This is an optimization exercise on Yosys and OpenROAD, whose aim is small area and a short achievable clock period, not a production implementation. Function was checked by simulation only, so behaviour that the tests miss may differ from the original. No activity file was given, so power comes from the tool's default toggle rates.

## ethTxTop
module ethTxTop (
  input  logic   clkTx,
  input  logic   rst,
  input  logic   wbCyc,
  input  logic   wbStb,
  input  logic   wbWe,
  input  ethTxPkg::wbAddrT wbAdr,
  input  ethTxPkg::byteT   wbDatW,
  output ethTxPkg::byteT   wbDatR,
  output logic   wbAck,
  output logic   tdP,
  output logic   tdM
);
  logic     bufWrEn;
  ethTxPkg::bufAddrT  bufWrAddr;
  ethTxPkg::byteT     bufWrData;
  logic     rdRestart;
  logic     rdAdvance;
  ethTxPkg::byteT     bufRdData;
  ethTxPkg::txCmdT    txCmd;
  logic     busy;
  ethTxPkg::lineSlotT slot;
  busDecode i_busDecode (
    .clkTx     (clkTx),
    .rst       (rst),
    .wbCyc     (wbCyc),
    .wbStb     (wbStb),
    .wbWe      (wbWe),
    .wbAdr     (wbAdr),
    .wbDatW    (wbDatW),
    .busy      (busy),
    .wbDatR    (wbDatR),
    .wbAck     (wbAck),
    .bufWrEn   (bufWrEn),
    .bufWrAddr (bufWrAddr),
    .bufWrData (bufWrData),
    .txCmd     (txCmd)
  );
  frameRam i_frameRam (
    .clkTx     (clkTx),
    .bufWrEn   (bufWrEn),
    .bufWrAddr (bufWrAddr),
    .bufWrData (bufWrData),
    .rdRestart (rdRestart),
    .rdAdvance (rdAdvance),
    .bufRdData (bufRdData)
  );
  frameSequencer i_frameSequencer (
    .clkTx     (clkTx),
    .rst       (rst),
    .txCmd     (txCmd),
    .bufRdData (bufRdData),
  ...
Size: ~8200 cells after synthesis, about 4300 flip-flops, roughly 34 I/O pins, about 110000 µm² of cells after synthesis.
Settings: LEC_CHECK=0, CAP_MARGIN=20, CORE_MARGIN=2, CORE_UTILIZATION=55, CTS_CLUSTER_DIAMETER=60, CTS_CLUSTER_SIZE=30, SETUP_SLACK_MARGIN=2.2, SLEW_MARGIN=20; clock period 4.5 ns.
run.sh (not shown) runs the stock make flow with config.mk's settings and CLKGATE_MAP_FILE= SYNTH_SCRIPT=/design/flow/synth_recipe.tcl, a recipe that flattens the netlist after the stock synthesis.
Rerun with:
--- a/flow/design.v
+++ b/flow/design.v
@@ -130,34 +130,34 @@
       end
     end
     add9 = p ^ c[8:0];
   endfunction
   logic [8:0] t;
   logic [8:0] tNext;
-  logic [8:0] t3;
   assign tNext = inc9(t);
   always_ff @(posedge clkTx)
   begin
-    t  <= tNext;
-    t3 <= add9(t, 9'd4);
+    t <= tNext;
   end
   logic [8:0] wPos;
-  logic [7:0] wStage;
+  logic [15:0] wStageHi;
+  logic [15:0] wStageLo;
   logic       wGo;
   logic       wPend;
   ethTxPkg::byteT wHold;
   ethTxPkg::byteT wLane;
-  assign wPos = add9(bufWrAddr, t3);
+  assign wPos = add9(bufWrAddr, t);
   always_ff @(posedge clkTx)
   begin
     wGo   <= 1'b0;
     wPend <= 1'b0;
     wLane <= '1;
     if (bufWrEn)
     begin
-      wStage <= wPos[8:1];
+      wStageHi <= 16'd1 << wPos[8:5];
+      wStageLo <= 16'd1 << wPos[4:1];
       if (wPos[0])
       begin
         wGo   <= 1'b1;
         wLane <= bufWrData ^ {8{wPos[1]}};
       end
       else
@@ -177,13 +177,13 @@
   generate
     for (gi = 0; gi < Stages; gi = gi + 2)
     begin : gPair
       logic hit;
       logic sel;
       logic selN;
-      assign hit  = (wStage == gi / 2);
+      assign hit  = wStageHi[gi / 32] & wStageLo[(gi / 2) % 16];
       assign sel  = wGo & hit;
       assign selN = ~hit;
       always_ff @(posedge clkTx)
       begin
         ring[gi]     <= ~((ring[(gi + Stages - 1) % Stages] | {8{sel}}) & (wLane | {8{selN}}));
         ring[gi + 1] <= ring[gi];
@@ -195,20 +195,23 @@
   logic [8:0] rPos2;
   logic [8:0] rPosHiInc;
   ethTxPkg::byteT tap [Stages / 16];
   generate
     for (gi = 0; gi < Stages / 16; gi = gi + 1)
     begin : gTap
-      assign tap[gi] = ring[16 * gi + 7];
+      assign tap[gi] = ring[16 * gi + 6];
     end
   endgenerate
   logic [8:0] rPosNext;
   logic       rHit;
   logic [7:0] rSelLo;
   logic [3:0] rSelHi;
   ethTxPkg::byteT rGroup [4];
+  ethTxPkg::byteT rGroupQ [4];
+  logic       rHitQ;
+  logic [3:0] rSelHiQ;
   ethTxPkg::byteT rMux;
   assign rPos1     = inc9(rPos);
   assign rPosHiInc = inc9({1'b0, rPos[8:1]});
   assign rPos2     = {rPosHiInc[7:0], rPos[0]};
   always_comb
   begin
@@ -225,32 +228,47 @@
       rPosNext = rPos1;
     end
   end
   always_ff @(posedge clkTx)
   begin
     rPos   <= rPosNext;
-    rHit   <= (rPosNext[3:0] == 4'd7);
+    rHit   <= (rPosNext[3:0] == 4'd9);
     rSelLo <= 8'd1 << rPosNext[6:4];
     rSelHi <= 4'd1 << rPosNext[8:7];
   end
   always_comb
   begin
-    rMux = '0;
     for (int h = 0; h < 4; h++)
     begin
       rGroup[h] = '0;
       for (int i = 0; i < 8; i++)
       begin
         rGroup[h] = rGroup[h] | ({8{rSelLo[i]}} & tap[8 * h + i]);
       end
-      rMux = rMux | ({8{rSelHi[h]}} & rGroup[h]);
     end
   end
   always_ff @(posedge clkTx)
   begin
-    if (rHit)
+    for (int h = 0; h < 4; h++)
+    begin
+      rGroupQ[h] <= rGroup[h];
+    end
+    rHitQ   <= rHit;
+    rSelHiQ <= rSelHi;
+  end
+  always_comb
+  begin
+    rMux = '0;
+    for (int h = 0; h < 4; h++)
+    begin
+      rMux = rMux | ({8{rSelHiQ[h]}} & rGroupQ[h]);
+    end
+  end
+  always_ff @(posedge clkTx)
+  begin
+    if (rHitQ)
     begin
       bufRdData <= rMux;
     end
   end
 endmodule
 `timescale 1ns/100ps
@@ -303,13 +321,27 @@
   ethTxPkg::byteT     nextByte;
   logic     byteEnd;
   logic     lastByte;
   logic     sfdNext;
   logic     loadFromBuf;
   logic crcMsb;
-  assign busy    = (state != ethTxPkg::sIdle);
+  always_ff @(posedge clkTx)
+  begin
+    if (rst)
+    begin
+      busy <= 1'b0;
+    end
+    else if (state == ethTxPkg::sIdle)
+    begin
+      busy <= txCmd.start;
+    end
+    else
+    begin
+      busy <= ~((state == ethTxPkg::sFcs) & byteEnd & lastByte);
+    end
+  end
   always_ff @(posedge clkTx)
   begin
     byteEnd <= (halfCnt == 4'd14) & busy;
   end
   always_ff @(posedge clkTx)
   begin
@@ -397,13 +429,13 @@
       shiftReg <= {1'b0, shiftReg[7:1]};
     end
   end
   assign rdRestart = (state == ethTxPkg::sIdle);
   always_ff @(posedge clkTx)
   begin
-    advNext <= (halfCnt == 4'd13) &
+    advNext <= (halfCnt == 4'd12) &
                (((state == ethTxPkg::sPreamble) & lastByte) |
                 (state == ethTxPkg::sPayload));
   end
   assign rdAdvance = advNext;
   crc32Serial i_crc32Serial (
     .clkTx    (clkTx),
=> Setup slack gains 0.12 ns. Fmax went up by about 5.4%. Wire length went up by about 2.5%. Sequential share of layout area went up by 0.70 points. Via count went up by about 0.6%. Worst hold slack loses 0.0069 ns. Cell area went up by about 0.5%. Power went up by about 22%. Synthesized area went up by about 1.3%. Sequential power went up by about 28%. Non-clock buffer count went down by 41.

[afterwards: timing with drivers on the ports]
The results above use ideal ports. As a check the final layouts listed here were re-extracted and re-timed, cells and wires unchanged.
Step 1 assumes that a clkbuf_16 drives the clock port and a buf_2 every other input.
Step 2 also shifts input and output timing later by t, the mid clock arrival at the registers, as if the neighbouring blocks saw the same clock.
a / b / c = ideal ports / drivers / drivers and shift; a / b = the first two.
| run | t (ns) | setup slack, ns | worst hold slack (ns) | worst register clock-pin slew, ns |
|---|---|---|---|---|
| the first run | 0.951 | 2.070 / 2.070 / 1.465 | 0.314 / 0.314 / 0.314 | 0.11 / 0.11 |
| the second run | 0.946 | 2.194 / 2.182 / 1.387 | 0.307 / 0.307 / 0.307 | 0.11 / 0.11 |
After both steps every run listed still meets setup and hold. For the second run, which loses most, drivers alone change the setup slack by -0.012 ns; drivers and shift together by -0.807 ns.
